Background: an optimization exercise with open tools, aiming at small area, a short achievable clock period and few clock cycles per item. Do not read the settings as production practice.
Only simulation tests tie the RTL to the original design; equivalence was not proved.
Power figures rest on the tool's default switching activity, not on a simulated workload.

==> design.v <==
`timescale 1ns/1ps
module operand_banks (
    input  logic                clk,
    input  logic [13:0]         in_q,
    input  logic [7:0]          mwr,     
    input  logic                vwr,     
    output logic [14*8*8-1:0]   rings,   
    output logic [13:0]         vhead
);
    logic [13:0] mring [8][8];
    logic [13:0] vring [8];
    always_ff @(posedge clk) begin
        for (int r = 0; r < 8; r++) begin
            mring[r][0] <= mwr[r] ? in_q : mring[r][7];
            for (int p = 1; p < 8; p++) mring[r][p] <= mring[r][p - 1];
        end
        vring[0] <= vwr ? in_q : vring[7];
        for (int p = 1; p < 8; p++) vring[p] <= vring[p - 1];
    end
    always_comb begin
        for (int r = 0; r < 8; r++)
            for (int p = 0; p < 8; p++)
                rings[112 * r + 14 * p +: 14] = mring[r][p];
    end
    assign vhead = vring[0];
endmodule
`timescale 1ns/1ps
module mac_row (
    input  logic        clk,
    input  logic [6:0]  one,
    input  logic [6:0]  two,
    input  logic [6:0]  neg,
    input  logic [13:0] m,
    input  logic        first,
    output logic [27:0] acc_s,
    output logic [27:0] acc_c
);
    logic [14:0] me;
    logic [14:0] mx;
    logic [14:0] pp0, pp1, pp2, pp3, pp4, pp5, pp6;
    logic [27:0] as_g, ac_g;
    logic [27:0] ns, nc;
    assign me = {m[13], m};
    assign mx = {m, 1'b0};
    assign pp0 = (({15{one[0]}} & me) | ({15{two[0]}} & mx)) ^ {15{neg[0]}};
    assign pp1 = (({15{one[1]}} & me) | ({15{two[1]}} & mx)) ^ {15{neg[1]}};
    assign pp2 = (({15{one[2]}} & me) | ({15{two[2]}} & mx)) ^ {15{neg[2]}};
    assign pp3 = (({15{one[3]}} & me) | ({15{two[3]}} & mx)) ^ {15{neg[3]}};
    assign pp4 = (({15{one[4]}} & me) | ({15{two[4]}} & mx)) ^ {15{neg[4]}};
    assign pp5 = (({15{one[5]}} & me) | ({15{two[5]}} & mx)) ^ {15{neg[5]}};
    assign pp6 = (({15{one[6]}} & me) | ({15{two[6]}} & mx)) ^ {15{neg[6]}};
    assign as_g = acc_s & {28{~first}};
    assign ac_g = acc_c & {28{~first}};
    logic s0;
    logic c0;
    logic s1;
    logic c1;
    logic s2;
    logic c2;
    logic s3;
    logic c3;
    logic s4;
    logic c4;
    logic s5;
    logic c5;
    logic s6;
    logic c6;
    logic s7;
    logic c7;
    logic s8;
    logic c8;
    logic s9;
    logic c9;
    logic s10;
    logic c10;
    logic s11;
    logic c11;
    logic s12;
    logic c12;
    logic s13;
    logic c13;
    logic s14;
    logic c14;
    logic s15;
    logic c15;
    logic s16;
    logic c16;
    logic s17;
    logic c17;
    logic s18;
    logic c18;
    logic s19;
    logic c19;
    logic s20;
    logic c20;
    logic s21;
    logic c21;
    logic s22;
    logic c22;
    logic s23;
    logic c23;
    logic s24;
    logic c24;
    logic s25;
    logic c25;
    logic s26;
    logic c26;
    logic s27;
    logic c27;
    logic s28;
    logic c28;
    logic s29;
    logic c29;
    logic s30;
    logic c30;
    logic s31;
    logic c31;
    logic s32;
    logic c32;
    logic s33;
    logic c33;
    logic s34;
    logic c34;
    logic s35;
    logic c35;
    logic s36;
    logic c36;
    logic s37;
    logic c37;
    logic s38;
    logic c38;
    logic s39;
    logic c39;
    logic s40;
    logic c40;
    logic s41;
    logic c41;
    logic s42;
    logic c42;
    logic s43;
    logic c43;
    logic s44;
    logic c44;
    logic s45;
    logic c45;
    logic s46;
    logic c46;
    logic s47;
    logic c47;
    logic s48;
    logic c48;
    logic s49;
    logic c49;
    logic s50;
    logic c50;
    logic s51;
    logic c51;
    logic s52;
    logic c52;
    logic s53;
    logic c53;
    logic s54;
    logic c54;
    logic s55;
    logic c55;
    logic s56;
    logic c56;
    logic s57;
    logic c57;
    logic s58;
    logic c58;
    logic s59;
    logic c59;
    logic s60;
    logic c60;
    logic s61;
    logic c61;
    logic s62;
    logic c62;
    logic s63;
    logic c63;
    logic s64;
    logic c64;
    logic s65;
    logic c65;
    logic s66;
    logic c66;
    logic s67;
    logic c67;
    logic s68;
    logic c68;
    logic s69;
    logic c69;
    logic s70;
    logic c70;
    logic s71;
    logic c71;
    logic s72;
    logic c72;
    logic s73;
    logic c73;
    logic s74;
    logic c74;
    logic s75;
    logic c75;
    logic s76;
    logic c76;
    logic s77;
    logic c77;
    logic s78;
    logic c78;
    logic s79;
    logic c79;
    logic s80;
    logic c80;
    logic s81;
    logic c81;
    logic s82;
    logic c82;
    logic s83;
    logic c83;
    logic s84;
    logic c84;
    logic s85;
    logic c85;
    logic s86;
    logic c86;
    logic s87;
    logic c87;
    logic s88;
    logic c88;
    logic s89;
    logic c89;
    logic s90;
    logic c90;
    logic s91;
    logic c91;
    logic s92;
    logic c92;
    logic s93;
    logic c93;
    logic s94;
    logic c94;
    logic s95;
    logic c95;
    logic s96;
    logic c96;
    logic s97;
    logic c97;
    logic s98;
    logic c98;
    logic s99;
    logic c99;
    logic s100;
    logic c100;
    logic s101;
    logic c101;
    logic s102;
    logic c102;
    logic s103;
    logic c103;
    logic s104;
    logic c104;
    logic s105;
    logic c105;
    logic s106;
    logic c106;
    logic s107;
    logic c107;
    logic s108;
    logic c108;
    logic s109;
    logic c109;
    logic s110;
    logic c110;
    logic s111;
    logic c111;
    logic s112;
    logic c112;
    logic s113;
    logic c113;
    logic s114;
    logic c114;
    logic s115;
    logic c115;
    logic s116;
    logic c116;
    logic s117;
    logic c117;
    logic s118;
    logic c118;
    logic s119;
    logic c119;
    logic s120;
    logic c120;
    logic s121;
    logic c121;
    logic s122;
    logic c122;
    logic s123;
    logic c123;
    logic s124;
    logic s125;
    assign s0 = neg[0] ^ as_g[0] ^ pp0[0];
    assign c0 = (neg[0] & as_g[0]) | (pp0[0] & (neg[0] ^ as_g[0]));
    assign s1 = as_g[1] ^ ac_g[1] ^ pp0[1];
    assign c1 = (as_g[1] & ac_g[1]) | (pp0[1] & (as_g[1] ^ ac_g[1]));
    assign s2 = neg[1] ^ as_g[2] ^ ac_g[2];
    assign c2 = (neg[1] & as_g[2]) | (ac_g[2] & (neg[1] ^ as_g[2]));
    assign s3 = pp0[2] ^ pp1[0] ^ s2;
    assign c3 = (pp0[2] & pp1[0]) | (s2 & (pp0[2] ^ pp1[0]));
    assign s4 = as_g[3] ^ ac_g[3] ^ c2;
    assign c4 = (as_g[3] & ac_g[3]) | (c2 & (as_g[3] ^ ac_g[3]));
    assign s5 = pp0[3] ^ pp1[1] ^ c3;
    assign c5 = (pp0[3] & pp1[1]) | (c3 & (pp0[3] ^ pp1[1]));
    assign s6 = neg[2] ^ as_g[4] ^ ac_g[4];
    assign c6 = (neg[2] & as_g[4]) | (ac_g[4] & (neg[2] ^ as_g[4]));
    assign s7 = pp0[4] ^ pp1[2] ^ pp2[0];
    assign c7 = (pp0[4] & pp1[2]) | (pp2[0] & (pp0[4] ^ pp1[2]));
    assign s8 = s6 ^ c4 ^ s7;
    assign c8 = (s6 & c4) | (s7 & (s6 ^ c4));
    assign s9 = as_g[5] ^ ac_g[5] ^ c6;
    assign c9 = (as_g[5] & ac_g[5]) | (c6 & (as_g[5] ^ ac_g[5]));
    assign s10 = pp0[5] ^ pp1[3] ^ pp2[1];
    assign c10 = (pp0[5] & pp1[3]) | (pp2[1] & (pp0[5] ^ pp1[3]));
    assign s11 = c7 ^ s9 ^ s10;
    assign c11 = (c7 & s9) | (s10 & (c7 ^ s9));
    assign s12 = neg[3] ^ as_g[6] ^ ac_g[6];
    assign c12 = (neg[3] & as_g[6]) | (ac_g[6] & (neg[3] ^ as_g[6]));
    assign s13 = pp0[6] ^ pp1[4] ^ pp2[2];
    assign c13 = (pp0[6] & pp1[4]) | (pp2[2] & (pp0[6] ^ pp1[4]));
    assign s14 = pp3[0] ^ s12 ^ c9;
    assign c14 = (pp3[0] & s12) | (c9 & (pp3[0] ^ s12));
    assign s15 = c10 ^ s13 ^ s14;
    assign c15 = (c10 & s13) | (s14 & (c10 ^ s13));
    assign s16 = as_g[7] ^ ac_g[7] ^ c12;
    assign c16 = (as_g[7] & ac_g[7]) | (c12 & (as_g[7] ^ ac_g[7]));
    assign s17 = pp0[7] ^ pp1[5] ^ pp2[3];
    assign c17 = (pp0[7] & pp1[5]) | (pp2[3] & (pp0[7] ^ pp1[5]));
    assign s18 = pp3[1] ^ c13 ^ s16;
    assign c18 = (pp3[1] & c13) | (s16 & (pp3[1] ^ c13));
    assign s19 = s17 ^ c14 ^ s18;
    assign c19 = (s17 & c14) | (s18 & (s17 ^ c14));
    assign s20 = neg[4] ^ as_g[8] ^ ac_g[8];
    assign c20 = (neg[4] & as_g[8]) | (ac_g[8] & (neg[4] ^ as_g[8]));
    assign s21 = pp0[8] ^ pp1[6] ^ pp2[4];
    assign c21 = (pp0[8] & pp1[6]) | (pp2[4] & (pp0[8] ^ pp1[6]));
    assign s22 = pp3[2] ^ pp4[0] ^ s20;
    assign c22 = (pp3[2] & pp4[0]) | (s20 & (pp3[2] ^ pp4[0]));
    assign s23 = c16 ^ c17 ^ s21;
    assign c23 = (c16 & c17) | (s21 & (c16 ^ c17));
    assign s24 = s22 ^ c18 ^ s23;
    assign c24 = (s22 & c18) | (s23 & (s22 ^ c18));
    assign s25 = as_g[9] ^ ac_g[9] ^ c20;
    assign c25 = (as_g[9] & ac_g[9]) | (c20 & (as_g[9] ^ ac_g[9]));
    assign s26 = pp0[9] ^ pp1[7] ^ pp2[5];
    assign c26 = (pp0[9] & pp1[7]) | (pp2[5] & (pp0[9] ^ pp1[7]));
    assign s27 = pp3[3] ^ pp4[1] ^ c21;
    assign c27 = (pp3[3] & pp4[1]) | (c21 & (pp3[3] ^ pp4[1]));
    assign s28 = c22 ^ s25 ^ s26;
    assign c28 = (c22 & s25) | (s26 & (c22 ^ s25));
    assign s29 = c23 ^ s27 ^ s28;
    assign c29 = (c23 & s27) | (s28 & (c23 ^ s27));
    assign s30 = neg[5] ^ as_g[10] ^ ac_g[10];
    assign c30 = (neg[5] & as_g[10]) | (ac_g[10] & (neg[5] ^ as_g[10]));
    assign s31 = pp0[10] ^ pp1[8] ^ pp2[6];
    assign c31 = (pp0[10] & pp1[8]) | (pp2[6] & (pp0[10] ^ pp1[8]));
    assign s32 = pp3[4] ^ pp4[2] ^ pp5[0];
    assign c32 = (pp3[4] & pp4[2]) | (pp5[0] & (pp3[4] ^ pp4[2]));
    assign s33 = s30 ^ c25 ^ c26;
    assign c33 = (s30 & c25) | (c26 & (s30 ^ c25));
    assign s34 = s31 ^ s32 ^ c27;
    assign c34 = (s31 & s32) | (c27 & (s31 ^ s32));
    assign s35 = c28 ^ s33 ^ s34;
    assign c35 = (c28 & s33) | (s34 & (c28 ^ s33));
    assign s36 = as_g[11] ^ ac_g[11] ^ c30;
    assign c36 = (as_g[11] & ac_g[11]) | (c30 & (as_g[11] ^ ac_g[11]));
    assign s37 = pp0[11] ^ pp1[9] ^ pp2[7];
    assign c37 = (pp0[11] & pp1[9]) | (pp2[7] & (pp0[11] ^ pp1[9]));
    assign s38 = pp3[5] ^ pp4[3] ^ pp5[1];
    assign c38 = (pp3[5] & pp4[3]) | (pp5[1] & (pp3[5] ^ pp4[3]));
    assign s39 = c31 ^ c32 ^ s36;
    assign c39 = (c31 & c32) | (s36 & (c31 ^ c32));
    assign s40 = s37 ^ s38 ^ c33;
    assign c40 = (s37 & s38) | (c33 & (s37 ^ s38));
    assign s41 = s39 ^ c34 ^ s40;
    assign c41 = (s39 & c34) | (s40 & (s39 ^ c34));
    assign s42 = neg[6] ^ as_g[12] ^ ac_g[12];
    assign c42 = (neg[6] & as_g[12]) | (ac_g[12] & (neg[6] ^ as_g[12]));
    assign s43 = pp0[12] ^ pp1[10] ^ pp2[8];
    assign c43 = (pp0[12] & pp1[10]) | (pp2[8] & (pp0[12] ^ pp1[10]));
    assign s44 = pp3[6] ^ pp4[4] ^ pp5[2];
    assign c44 = (pp3[6] & pp4[4]) | (pp5[2] & (pp3[6] ^ pp4[4]));
    assign s45 = pp6[0] ^ s42 ^ c36;
    assign c45 = (pp6[0] & s42) | (c36 & (pp6[0] ^ s42));
    assign s46 = c37 ^ c38 ^ s43;
    assign c46 = (c37 & c38) | (s43 & (c37 ^ c38));
    assign s47 = s44 ^ c39 ^ s45;
    assign c47 = (s44 & c39) | (s45 & (s44 ^ c39));
    assign s48 = s46 ^ c40 ^ s47;
    assign c48 = (s46 & c40) | (s47 & (s46 ^ c40));
    assign s49 = as_g[13] ^ ac_g[13] ^ c42;
    assign c49 = (as_g[13] & ac_g[13]) | (c42 & (as_g[13] ^ ac_g[13]));
    assign s50 = pp0[13] ^ pp1[11] ^ pp2[9];
    assign c50 = (pp0[13] & pp1[11]) | (pp2[9] & (pp0[13] ^ pp1[11]));
    assign s51 = pp3[7] ^ pp4[5] ^ pp5[3];
    assign c51 = (pp3[7] & pp4[5]) | (pp5[3] & (pp3[7] ^ pp4[5]));
    assign s52 = pp6[1] ^ c43 ^ c44;
    assign c52 = (pp6[1] & c43) | (c44 & (pp6[1] ^ c43));
    assign s53 = s49 ^ s50 ^ s51;
    assign c53 = (s49 & s50) | (s51 & (s49 ^ s50));
    assign s54 = c45 ^ c46 ^ s52;
    assign c54 = (c45 & c46) | (s52 & (c45 ^ c46));
    assign s55 = s53 ^ c47 ^ s54;
    assign c55 = (s53 & c47) | (s54 & (s53 ^ c47));
    assign s56 = 1'b1 ^ as_g[14] ^ ac_g[14];
    assign c56 = (1'b1 & as_g[14]) | (ac_g[14] & (1'b1 ^ as_g[14]));
    assign s57 = ~pp0[14] ^ pp1[12] ^ pp2[10];
    assign c57 = (~pp0[14] & pp1[12]) | (pp2[10] & (~pp0[14] ^ pp1[12]));
    assign s58 = pp3[8] ^ pp4[6] ^ pp5[4];
    assign c58 = (pp3[8] & pp4[6]) | (pp5[4] & (pp3[8] ^ pp4[6]));
    assign s59 = pp6[2] ^ s56 ^ c49;
    assign c59 = (pp6[2] & s56) | (c49 & (pp6[2] ^ s56));
    assign s60 = c50 ^ c51 ^ s57;
    assign c60 = (c50 & c51) | (s57 & (c50 ^ c51));
    assign s61 = s58 ^ c52 ^ s59;
    assign c61 = (s58 & c52) | (s59 & (s58 ^ c52));
    assign s62 = c53 ^ s60 ^ c54;
    assign c62 = (c53 & s60) | (c54 & (c53 ^ s60));
    assign s63 = s61 ^ c55 ^ s62;
    assign c63 = (s61 & c55) | (s62 & (s61 ^ c55));
    assign s64 = 1'b1 ^ as_g[15] ^ ac_g[15];
    assign c64 = (1'b1 & as_g[15]) | (ac_g[15] & (1'b1 ^ as_g[15]));
    assign s65 = c56 ^ pp1[13] ^ pp2[11];
    assign c65 = (c56 & pp1[13]) | (pp2[11] & (c56 ^ pp1[13]));
    assign s66 = pp3[9] ^ pp4[7] ^ pp5[5];
    assign c66 = (pp3[9] & pp4[7]) | (pp5[5] & (pp3[9] ^ pp4[7]));
    assign s67 = pp6[3] ^ s64 ^ c57;
    assign c67 = (pp6[3] & s64) | (c57 & (pp6[3] ^ s64));
    assign s68 = c58 ^ s65 ^ s66;
    assign c68 = (c58 & s65) | (s66 & (c58 ^ s65));
    assign s69 = c59 ^ c60 ^ s67;
    assign c69 = (c59 & c60) | (s67 & (c59 ^ c60));
    assign s70 = s68 ^ c61 ^ s69;
    assign c70 = (s68 & c61) | (s69 & (s68 ^ c61));
    assign s71 = c62 ^ s70 ^ c63;
    assign c71 = (c62 & s70) | (c63 & (c62 ^ s70));
    assign s72 = as_g[16] ^ ac_g[16] ^ c64;
    assign c72 = (as_g[16] & ac_g[16]) | (c64 & (as_g[16] ^ ac_g[16]));
    assign s73 = ~pp1[14] ^ pp2[12] ^ pp3[10];
    assign c73 = (~pp1[14] & pp2[12]) | (pp3[10] & (~pp1[14] ^ pp2[12]));
    assign s74 = pp4[8] ^ pp5[6] ^ pp6[4];
    assign c74 = (pp4[8] & pp5[6]) | (pp6[4] & (pp4[8] ^ pp5[6]));
    assign s75 = c65 ^ c66 ^ s72;
    assign c75 = (c65 & c66) | (s72 & (c65 ^ c66));
    assign s76 = s73 ^ s74 ^ c67;
    assign c76 = (s73 & s74) | (c67 & (s73 ^ s74));
    assign s77 = c68 ^ s75 ^ c69;
    assign c77 = (c68 & s75) | (c69 & (c68 ^ s75));
    assign s78 = s76 ^ c70 ^ s77;
    assign c78 = (s76 & c70) | (s77 & (s76 ^ c70));
    assign s79 = 1'b1 ^ as_g[17] ^ ac_g[17];
    assign c79 = (1'b1 & as_g[17]) | (ac_g[17] & (1'b1 ^ as_g[17]));
    assign s80 = pp2[13] ^ pp3[11] ^ pp4[9];
    assign c80 = (pp2[13] & pp3[11]) | (pp4[9] & (pp2[13] ^ pp3[11]));
    assign s81 = pp5[7] ^ pp6[5] ^ s79;
    assign c81 = (pp5[7] & pp6[5]) | (s79 & (pp5[7] ^ pp6[5]));
    assign s82 = c72 ^ c73 ^ c74;
    assign c82 = (c72 & c73) | (c74 & (c72 ^ c73));
    assign s83 = s80 ^ s81 ^ c75;
    assign c83 = (s80 & s81) | (c75 & (s80 ^ s81));
    assign s84 = s82 ^ c76 ^ s83;
    assign c84 = (s82 & c76) | (s83 & (s82 ^ c76));
    assign s85 = c77 ^ s84 ^ c78;
    assign c85 = (c77 & s84) | (c78 & (c77 ^ s84));
    assign s86 = as_g[18] ^ ac_g[18] ^ c79;
    assign c86 = (as_g[18] & ac_g[18]) | (c79 & (as_g[18] ^ ac_g[18]));
    assign s87 = ~pp2[14] ^ pp3[12] ^ pp4[10];
    assign c87 = (~pp2[14] & pp3[12]) | (pp4[10] & (~pp2[14] ^ pp3[12]));
    assign s88 = pp5[8] ^ pp6[6] ^ c80;
    assign c88 = (pp5[8] & pp6[6]) | (c80 & (pp5[8] ^ pp6[6]));
    assign s89 = c81 ^ s86 ^ s87;
    assign c89 = (c81 & s86) | (s87 & (c81 ^ s86));
    assign s90 = c82 ^ s88 ^ s89;
    assign c90 = (c82 & s88) | (s89 & (c82 ^ s88));
    assign s91 = c83 ^ s90 ^ c84;
    assign c91 = (c83 & s90) | (c84 & (c83 ^ s90));
    assign s92 = 1'b1 ^ as_g[19] ^ ac_g[19];
    assign c92 = (1'b1 & as_g[19]) | (ac_g[19] & (1'b1 ^ as_g[19]));
    assign s93 = pp3[13] ^ pp4[11] ^ pp5[9];
    assign c93 = (pp3[13] & pp4[11]) | (pp5[9] & (pp3[13] ^ pp4[11]));
    assign s94 = pp6[7] ^ s92 ^ c86;
    assign c94 = (pp6[7] & s92) | (c86 & (pp6[7] ^ s92));
    assign s95 = c87 ^ s93 ^ c88;
    assign c95 = (c87 & s93) | (c88 & (c87 ^ s93));
    assign s96 = s94 ^ c89 ^ s95;
    assign c96 = (s94 & c89) | (s95 & (s94 ^ c89));
    assign s97 = c90 ^ s96 ^ c91;
    assign c97 = (c90 & s96) | (c91 & (c90 ^ s96));
    assign s98 = as_g[20] ^ ac_g[20] ^ c92;
    assign c98 = (as_g[20] & ac_g[20]) | (c92 & (as_g[20] ^ ac_g[20]));
    assign s99 = ~pp3[14] ^ pp4[12] ^ pp5[10];
    assign c99 = (~pp3[14] & pp4[12]) | (pp5[10] & (~pp3[14] ^ pp4[12]));
    assign s100 = pp6[8] ^ c93 ^ s98;
    assign c100 = (pp6[8] & c93) | (s98 & (pp6[8] ^ c93));
    assign s101 = s99 ^ c94 ^ s100;
    assign c101 = (s99 & c94) | (s100 & (s99 ^ c94));
    assign s102 = c95 ^ s101 ^ c96;
    assign c102 = (c95 & s101) | (c96 & (c95 ^ s101));
    assign s103 = 1'b1 ^ as_g[21] ^ ac_g[21];
    assign c103 = (1'b1 & as_g[21]) | (ac_g[21] & (1'b1 ^ as_g[21]));
    assign s104 = pp4[13] ^ pp5[11] ^ pp6[9];
    assign c104 = (pp4[13] & pp5[11]) | (pp6[9] & (pp4[13] ^ pp5[11]));
    assign s105 = s103 ^ c98 ^ c99;
    assign c105 = (s103 & c98) | (c99 & (s103 ^ c98));
    assign s106 = s104 ^ c100 ^ s105;
    assign c106 = (s104 & c100) | (s105 & (s104 ^ c100));
    assign s107 = c101 ^ s106 ^ c102;
    assign c107 = (c101 & s106) | (c102 & (c101 ^ s106));
    assign s108 = as_g[22] ^ ac_g[22] ^ c103;
    assign c108 = (as_g[22] & ac_g[22]) | (c103 & (as_g[22] ^ ac_g[22]));
    assign s109 = ~pp4[14] ^ pp5[12] ^ pp6[10];
    assign c109 = (~pp4[14] & pp5[12]) | (pp6[10] & (~pp4[14] ^ pp5[12]));
    assign s110 = c104 ^ s108 ^ s109;
    assign c110 = (c104 & s108) | (s109 & (c104 ^ s108));
    assign s111 = c105 ^ s110 ^ c106;
    assign c111 = (c105 & s110) | (c106 & (c105 ^ s110));
    assign s112 = 1'b1 ^ as_g[23] ^ ac_g[23];
    assign c112 = (1'b1 & as_g[23]) | (ac_g[23] & (1'b1 ^ as_g[23]));
    assign s113 = pp5[13] ^ pp6[11] ^ s112;
    assign c113 = (pp5[13] & pp6[11]) | (s112 & (pp5[13] ^ pp6[11]));
    assign s114 = c108 ^ c109 ^ s113;
    assign c114 = (c108 & c109) | (s113 & (c108 ^ c109));
    assign s115 = c110 ^ s114 ^ c111;
    assign c115 = (c110 & s114) | (c111 & (c110 ^ s114));
    assign s116 = as_g[24] ^ ac_g[24] ^ c112;
    assign c116 = (as_g[24] & ac_g[24]) | (c112 & (as_g[24] ^ ac_g[24]));
    assign s117 = ~pp5[14] ^ pp6[12] ^ c113;
    assign c117 = (~pp5[14] & pp6[12]) | (c113 & (~pp5[14] ^ pp6[12]));
    assign s118 = s116 ^ c114 ^ s117;
    assign c118 = (s116 & c114) | (s117 & (s116 ^ c114));
    assign s119 = 1'b1 ^ as_g[25] ^ ac_g[25];
    assign c119 = (1'b1 & as_g[25]) | (ac_g[25] & (1'b1 ^ as_g[25]));
    assign s120 = pp6[13] ^ s119 ^ c116;
    assign c120 = (pp6[13] & s119) | (c116 & (pp6[13] ^ s119));
    assign s121 = c117 ^ s120 ^ c118;
    assign c121 = (c117 & s120) | (c118 & (c117 ^ s120));
    assign s122 = as_g[26] ^ ac_g[26] ^ c119;
    assign c122 = (as_g[26] & ac_g[26]) | (c119 & (as_g[26] ^ ac_g[26]));
    assign s123 = ~pp6[14] ^ s122 ^ c120;
    assign c123 = (~pp6[14] & s122) | (c120 & (~pp6[14] ^ s122));
    assign s124 = 1'b1 ^ as_g[27] ^ ac_g[27];
    assign s125 = s124 ^ c122 ^ c123;
    assign ns[0] = s0;
    assign ns[1] = c0;
    assign ns[2] = c1;
    assign ns[3] = s4;
    assign ns[4] = c5;
    assign ns[5] = c8;
    assign ns[6] = c11;
    assign ns[7] = c15;
    assign ns[8] = c19;
    assign ns[9] = c24;
    assign ns[10] = c29;
    assign ns[11] = c35;
    assign ns[12] = c41;
    assign ns[13] = c48;
    assign ns[14] = s63;
    assign ns[15] = s71;
    assign ns[16] = c71;
    assign ns[17] = s85;
    assign ns[18] = c85;
    assign ns[19] = s97;
    assign ns[20] = c97;
    assign ns[21] = s107;
    assign ns[22] = c107;
    assign ns[23] = s115;
    assign ns[24] = c115;
    assign ns[25] = s121;
    assign ns[26] = c121;
    assign ns[27] = s125;
    assign nc[0] = 1'b0;
    assign nc[1] = s1;
    assign nc[2] = s3;
    assign nc[3] = s5;
    assign nc[4] = s8;
    assign nc[5] = s11;
    assign nc[6] = s15;
    assign nc[7] = s19;
    assign nc[8] = s24;
    assign nc[9] = s29;
    assign nc[10] = s35;
    assign nc[11] = s41;
    assign nc[12] = s48;
    assign nc[13] = s55;
    assign nc[14] = 1'b0;
    assign nc[15] = 1'b0;
    assign nc[16] = s78;
    assign nc[17] = 1'b0;
    assign nc[18] = s91;
    assign nc[19] = 1'b0;
    assign nc[20] = s102;
    assign nc[21] = 1'b0;
    assign nc[22] = s111;
    assign nc[23] = 1'b0;
    assign nc[24] = s118;
    assign nc[25] = 1'b0;
    assign nc[26] = s123;
    assign nc[27] = 1'b0;
    logic cr1;
    logic cr2;
    logic cr3;
    logic cr4;
    logic cr5;
    logic cr6;
    logic cr7;
    logic cr8;
    logic cr9;
    logic cr10;
    logic cr11;
    logic cr12;
    logic cr13;
    logic cr14;
    logic cr15;
    logic cr16;
    logic cr17;
    logic cr18;
    logic cr19;
    logic cr20;
    logic cr21;
    logic cr22;
    logic cr23;
    logic cr24;
    logic cr25;
    logic cr26;
    logic cr27;
    assign acc_c = {cr27, cr26, cr25, cr24, cr23, cr22, cr21, cr20, cr19, cr18, cr17, cr16, cr15, cr14, cr13, cr12, cr11, cr10, cr9, cr8, cr7, cr6, cr5, cr4, cr3, cr2, cr1, 1'b0};
    always_ff @(posedge clk) begin
        acc_s <= ns;
        cr1 <= nc[1];
        cr2 <= nc[2];
        cr3 <= nc[3];
        cr4 <= nc[4];
        cr5 <= nc[5];
        cr6 <= nc[6];
        cr7 <= nc[7];
        cr8 <= nc[8];
        cr9 <= nc[9];
        cr10 <= nc[10];
        cr11 <= nc[11];
        cr12 <= nc[12];
        cr13 <= nc[13];
        cr14 <= nc[14];
        cr15 <= nc[15];
        cr16 <= nc[16];
        cr17 <= nc[17];
        cr18 <= nc[18];
        cr19 <= nc[19];
        cr20 <= nc[20];
        cr21 <= nc[21];
        cr22 <= nc[22];
        cr23 <= nc[23];
        cr24 <= nc[24];
        cr25 <= nc[25];
        cr26 <= nc[26];
        cr27 <= nc[27];
    end
endmodule
`timescale 1ns/1ps
module result_fifo (
    input  logic        clk,
    input  logic        reset,
    input  logic        in_valid,
    input  logic [27:0] in_data,
    input  logic        output_ready,
    output logic        output_valid,
    output logic [27:0] output_data,
    output logic        empty
);
    localparam int N = 10;
    logic [27:0] q [N];
    logic [3:0]  cnt;
    logic [3:0]  old_pos;      
    logic        o_v;
    logic [27:0] o_d;
    logic        o_free, take, bypass, wr;
    assign o_free = !o_v || output_ready;
    assign take   = o_free && (cnt != 4'd0) && (old_pos == 4'(N - 1));
    assign bypass = in_valid && (cnt == 4'd0) && o_free;
    assign wr     = in_valid && !bypass;
    assign output_valid = o_v;
    assign output_data  = o_d;
    assign empty        = (cnt == 4'd0);
    always_ff @(posedge clk) begin
        q[0] <= wr ? in_data : q[N - 1];
        for (int i = 1; i < N; i++) q[i] <= q[i - 1];
        if (take)
            o_d <= q[N - 1];
        else if (bypass)
            o_d <= in_data;
        if (reset) begin
            o_v     <= 1'b0;
            cnt     <= 4'd0;
            old_pos <= 4'd0;
        end else begin
            o_v <= take || bypass || (o_v && !output_ready);
            cnt <= cnt + {3'd0, wr} - {3'd0, take};
            if (take)
                old_pos <= (cnt > 4'd1) ? 4'(N - 1) : 4'd0;
            else if (cnt == 4'd0 || old_pos == 4'(N - 1))
                old_pos <= 4'd0;
            else
                old_pos <= old_pos + 4'd1;
        end
    end
endmodule
`timescale 1ns/1ps
module matvec_top (
    input  logic        clk,
    input  logic        reset,
    input  logic        input_valid,
    output logic        input_ready,
    input  logic [13:0] input_data,
    input  logic        new_matrix,
    output logic        output_valid,
    input  logic        output_ready,
    output logic [27:0] output_data
);
    logic [2:0] ph;
    always_ff @(posedge clk) begin
        if (reset) ph <= 3'd0;
        else       ph <= ph + 3'd1;
    end
    logic        rdy_q;
    logic        acc_in;
    logic        ld_open, ld_mat;
    logic [5:0]  wcnt;
    logic        guar;
    logic        ld_open_n, ld_mat_n, guar_n, rdy_n;
    logic [5:0]  wcnt_n;
    logic        is_mword, is_vword;
    logic [13:0] in_q;
    logic [7:0]  mwr_q;
    logic        vwr_q;
    logic        win_run;    
    assign input_ready = rdy_q;
    assign acc_in = input_valid & rdy_q;
    always_comb begin
        ld_open_n = ld_open;
        ld_mat_n  = ld_mat;
        wcnt_n    = wcnt;
        is_mword  = 1'b0;
        is_vword  = 1'b0;
        if (acc_in) begin
            if (ld_open ? new_matrix : ld_mat) begin
                is_mword  = 1'b1;
                ld_open_n = 1'b0;
                ld_mat_n  = (wcnt != 6'd63);
                wcnt_n    = wcnt + 6'd1;
            end else begin
                is_vword  = 1'b1;
                ld_open_n = (wcnt[2:0] == 3'd7);
                ld_mat_n  = 1'b0;
                wcnt_n    = {3'd0, wcnt[2:0] + 3'd1};
            end
        end
        guar_n = (acc_in && ld_open) ? 1'b0 : (guar | (ld_open_n & win_run));
        rdy_n = ((ph + 3'd1) == wcnt_n[2:0]) && (!ld_open_n || guar_n);
    end
    always_ff @(posedge clk) begin
        if (reset) begin
            ld_open <= 1'b1;
            ld_mat  <= 1'b0;
            wcnt    <= 6'd0;
            guar    <= 1'b1;
            rdy_q   <= 1'b1;
            mwr_q   <= 8'd0;
            vwr_q   <= 1'b0;
        end else begin
            ld_open <= ld_open_n;
            ld_mat  <= ld_mat_n;
            wcnt    <= wcnt_n;
            guar    <= guar_n;
            rdy_q   <= rdy_n;
            mwr_q   <= is_mword ? (8'd1 << wcnt[5:3]) : 8'd0;
            vwr_q   <= is_vword;
        end
        in_q <= input_data;
    end
    logic [14*8*8-1:0] taps;    
    logic [13:0]       vhead;
    operand_banks operand_banks_i (
        .clk   (clk),
        .in_q  (in_q),
        .mwr   (mwr_q),
        .vwr   (vwr_q),
        .rings (taps),
        .vhead (vhead)
    );
    logic [2:0] col;
    logic       win_start;
    logic [3:0] vcount;         
    logic       run_q, good_q;
    logic       run_now, good_now, col_ok, done;
    logic       commit;
    logic       pend_final;     
    logic       ring_empty;
    assign col       = ph - 3'd2;
    assign win_start = (col == 3'd0);
    assign commit    = ring_empty;
    assign run_now   = win_start ? (commit && vcount != 4'd0) : run_q;
    assign good_now  = win_start ? 1'b1 : good_q;
    assign col_ok    = run_now && good_now && (vcount > {1'b0, col});
    assign done      = col_ok && (col == 3'd7);
    assign win_run   = run_now;
    always_ff @(posedge clk) begin
        if (reset) begin
            vcount     <= 4'd0;
            run_q      <= 1'b0;
            good_q     <= 1'b0;
            pend_final <= 1'b0;
        end else begin
            vcount     <= (done ? 4'd0 : vcount) + {3'd0, vwr_q};
            run_q      <= run_now;
            good_q     <= good_now && (vcount > {1'b0, col});
            if (done)
                pend_final <= 1'b1;
            else if (win_start && commit)
                pend_final <= 1'b0;
        end
    end
    logic [20:0] enc_n;
    logic [20:0] enc [8];
    logic [7:0]  first_d, mv_d;
    always_comb begin
        for (int k = 0; k < 7; k++) begin
            logic b2, b1, b0;
            b2 = vhead[2 * k + 1];
            b1 = vhead[2 * k];
            b0 = (k == 0) ? 1'b0 : vhead[2 * k - 1];
            enc_n[k]      = b1 ^ b0;                                   
            enc_n[7 + k]  = (b2 & ~b1 & ~b0) | (~b2 & b1 & b0);        
            enc_n[14 + k] = b2 & ~(b1 & b0);                           
        end
        if (!col_ok) enc_n = '0;
    end
    always_ff @(posedge clk) begin
        enc[0] <= enc_n;
        for (int r = 1; r < 8; r++) enc[r] <= enc[r - 1];
        if (reset) begin
            first_d <= 8'd0;
            mv_d    <= 8'd0;
        end else begin
            first_d <= {first_d[6:0], win_start && commit};
            mv_d    <= {mv_d[6:0], win_start && commit && pend_final};
        end
    end
    logic [27:0] acc_s [8];
    logic [27:0] acc_c [8];
    for (genvar r = 0; r < 8; r++) begin : g_row
        mac_row mac_i (
            .clk   (clk),
            .one   (enc[r][6:0]),
            .two   (enc[r][13:7]),
            .neg   (enc[r][20:14]),
            .m     (taps[112 * r + 14 * ((r + 1) % 8) +: 14]),
            .first (first_d[r]),
            .acc_s (acc_s[r]),
            .acc_c (acc_c[r])
        );
    end
    logic [27:0] f_s, f_c;
    logic        f_v;
    logic [27:0] sel_s, sel_c;
    always_comb begin
        sel_s = '0;
        sel_c = '0;
        for (int r = 0; r < 8; r++) begin
            sel_s = sel_s | (acc_s[r] & {28{mv_d[r]}});
            sel_c = sel_c | (acc_c[r] & {28{mv_d[r]}});
        end
    end
    always_ff @(posedge clk) begin
        f_s <= sel_s;
        f_c <= sel_c;
        if (reset) f_v <= 1'b0;
        else       f_v <= |mv_d;
    end
    result_fifo result_fifo_i (
        .clk          (clk),
        .reset        (reset),
        .in_valid     (f_v),
        .in_data      (f_s + f_c),
        .output_ready (output_ready),
        .output_valid (output_valid),
        .output_data  (output_data),
        .empty        (ring_empty)
    );
endmodule
==> run.sh <==
#!/bin/bash
# synth_recipe.tcl (not shown) runs the flow's synth.tcl, then flattens the netlist and writes it again
# the make line also repeats each setting of config.mk as NAME=value (left out here)
make -C /OpenROAD-flow-scripts/flow DESIGN_CONFIG=/design/flow/config.mk WORK_HOME=/design/flow/orfs CLKGATE_MAP_FILE= SYNTH_SCRIPT=/design/flow/synth_recipe.tcl finish
==> config.mk <==
export PLATFORM = sky130hd
export DESIGN_NAME = matvec_top
export DESIGN_NICKNAME = matvec_top
export VERILOG_FILES = /design/flow/design.v
export SDC_FILE = /design/flow/constraint.sdc
export NUM_CORES = 4
export LEC_CHECK = 0
export CAP_MARGIN = 20
export CORE_MARGIN = 2
export CORE_UTILIZATION = 40
export SLEW_MARGIN = 20
==> constraint.sdc <==
create_clock -name core_clock -period 7.0 [get_ports {clk}]
set_input_delay 1.4000 -clock core_clock [delete_from_list [all_inputs] [get_ports {clk}]]
set_output_delay 1.4000 -clock core_clock [all_outputs]
set_load 0.01 [all_outputs]
==> reports/results.ini <==
[run_status]
status=no timing/DRC/antenna violations

[timing]
slew_headroom_pct=23.86
finalHoldViolCount=0
fin_setup_tns_ns=0
maxSlewViolCount=0
rsz0062_at_grt=false
tightest_slew_ns=1.140
timing.fmax_mhz=215.8
setup_ws_ns=2.366
clock-skew-final_ns=0.04750
holdWs_ns=0.3001
min_period_ns=4.634
finalCritPeriodShare_pct=66.21
finalSetupViolCount=0

[routing]
drt-initial-drc-count=5505
wl_per_cell_um=25.08
dr.pass1.iters=6
wl_um=255100
postRouteAntennaNets=0
route.detailed.drc=0
dr_total_vias=52540
via_per_inst=5.167

[synth]
ys_seq_elements=1976
synth_area_leader_cell=dfxtp_1
synth_edf_count=28
syn_area_um2=86000
yosys_most_used_dff=dfxtp_1
syn_avg_cell_area_um2=11.85
synth_warnings=11
synthesis.nets=8251
async_flop_share_pct=0
yosys.area.top_type_share_pct=45.34
yosysUniqueCellTypes=75
yosysSeqAreaShare_pct=46.32
yosys-top-cells-area=dfxtp_1, fa_1, a22oi_1, xnor2_1, inv_1
synth_cells=7259

[pwr]
powerDensity_nw_per_um2=309.8
p_leak_uw=0.03832
ir_drop_mv=0.2671

[clocking]
cts.clk_slew.worst_paths_ns=0.06
clockBufferDepth=3
cts_tree=yes
cts_num_sinks=1976
clkLatencyLatePin_ns=0.85
clock-root-buffer=clkbuf_16
cts_setup_buffers=0
hold_buffers=0
cts_resized=0
numCtsBuffers=193
htree_levels=4

[floorplanning]
fp.dieW_um=467.7
die_h_um=467.7
core_um2=214200
die-area_um2=218700
io_pins=49
initial_core_util_pct=40.15
row_count=170

[job]
maxCapViolCount=0

[final_layout]
layout_commonest_cell=dfxtp_1
drive_gt1_share_pct=8.262
synthToLayoutAreaGrowth_pct=11.24
fin_util_pct=44.67
final_cell_mix=dfxtp_1, inv_1, fa_1
layout.nets=8145

[grt]
grt.total_usage_pct=23.54
grt_pass1_wl_um=376600
grt_pass1_vias=54330
grt-ovfl-total=0
grt_max_degree=57
antenna_found_initial=35

[critical_path]
crit_family=adder cells
slowest_delay_ns=0.72
endpoint_kind=flop
crit_fanout=13
crit_type=reg2reg
r2r_slack_ns=2.37
crit_arrival_ns=5.36
path_common_cell=fa_1
cp-start-kind=flop
path_cells=clkinv_1, xnor2_1, fa_1, fa_1, inv_1, fa_1, fa_1, fa_1, fa_1
slowest_stage=clkinv_1
required_ns=7.72
cp_num_buf_inv=2

[place]
numPortBuffers=48
dpl_worst_slack_ns=2.419
hpwl_um=183100
gp_congestion=0.9961

[hold_path]
hp-class=reg2reg

metrics by stage:
stage               instances  cell area (um^2)  total power, uW
CTS                     10150             95620            29930
detailed placement       9796             89060            19270
floorplan                7259             86010            16950
finish                  10170             95670            29640
global placement         9794             89010            19060
global route            10160             95660            31410
cell usage after synthesis, types with 105 or more instances:
cell type / number
fa_1: 930
nand2b_1: 264
clkbuf_1: 379
inv_1: 969
o21ai_0: 105
mux2_2: 134
nand2_1: 137
a22oi_1: 916
dfxtp_1: 1948
xnor2_1: 520
xor2_1: 369
nor2b_1: 141
layer usage:
| metal | global-route usage, % | share of wire [%] |
|---|---|---|
| met2 | 34.24 | 42 |
| met1 | 32.47 | 43 |
| met5 | 0 | 0.025 |
| met3 | 5.577 | 9.0 |
| met4 | 12.39 | 6.1 |
report_power, final:
group          switching (uW)  internal, uW
combinational            3220          2390
clock                    4550          6040
sequential               1220         12200
total                    9000         20600
state kept, by name (all words and copies together), names as in the netlist, 14 cells and up:
| register | cells |
|---|---|
| result_fifo_i.o_d | 28 |
| g_row.mac_i.acc_s | 224 |
| f_c | 19 |
| enc | 168 |
| operand_banks_i.mring | 896 |
| result_fifo_i.q | 280 |
| f_s | 28 |
| in_q | 14 |
| operand_banks_i.vring | 112 |
worst paths after layout:
| check | from | end | depth (start not counted) |
|---|---|---|---|
| max | enc[4][19] | g_row[4].mac_i.acc_s[19] | 9 |
| min | operand_banks_i.mring[27][2] | operand_banks_i.mring[28][2] | 0 |
| max reg2reg | enc[4][19] | g_row[4].mac_i.acc_s[19] | 9 |
| min reg2reg | operand_banks_i.mring[27][2] | operand_banks_i.mring[28][2] | 0 |
area by class of cell:
cell class | count | area (um^2)
antenna | 20 | 50.05
multi-input combinational | 3865 | 40810
sequential | 1976 | 39870
clock inverter | 100 | 1165
clock buffer | 253 | 5398
inverter | 987 | 3705
timing repair buffer | 130 | 1124
tap | 2838 | 3551
fill | 19520 | 118500
cell families after synthesis:
group | Yosys count | synth area share [%]
simple gates | 729 | 4.764
fa+ha+maj | 973 | 22.27
compound gates | 1133 | 9.496
mux | 140 | 1.837
xor+xnor | 890 | 9.072
flops | 1976 | 46.32
buf+inv | 1418 | 6.237
Testbench counts, summed over its fixed seeds: cycles 8,296, items 4,096.

==> afterwards: timing with drivers on the ports <==
The flow's constraints put no driver on any port. The routed layout listed below was extracted and timed again, unchanged, in two steps. Step 1 assumes that a clkbuf_16 drives the clock port and a buf_2 every other input. Step 2 times the ports against the registers' clock, not the clock port: input delays grow and output delays shrink by t, the midpoint of the rising clock arrivals with the driver on. Slacks: ideal / step 1 / step 2; pairs: ideal / step 1.
shift t [ns]: 0.917
setup WS [ns]: 2.366 / 2.366 / 2.366
worst register clock-pin slew, ns: 0.07 / 0.07
After both steps setup and hold are still met in this run. For this run, drivers alone change the setup slack by 0.000 ns; drivers and shift together by 0.000 ns.
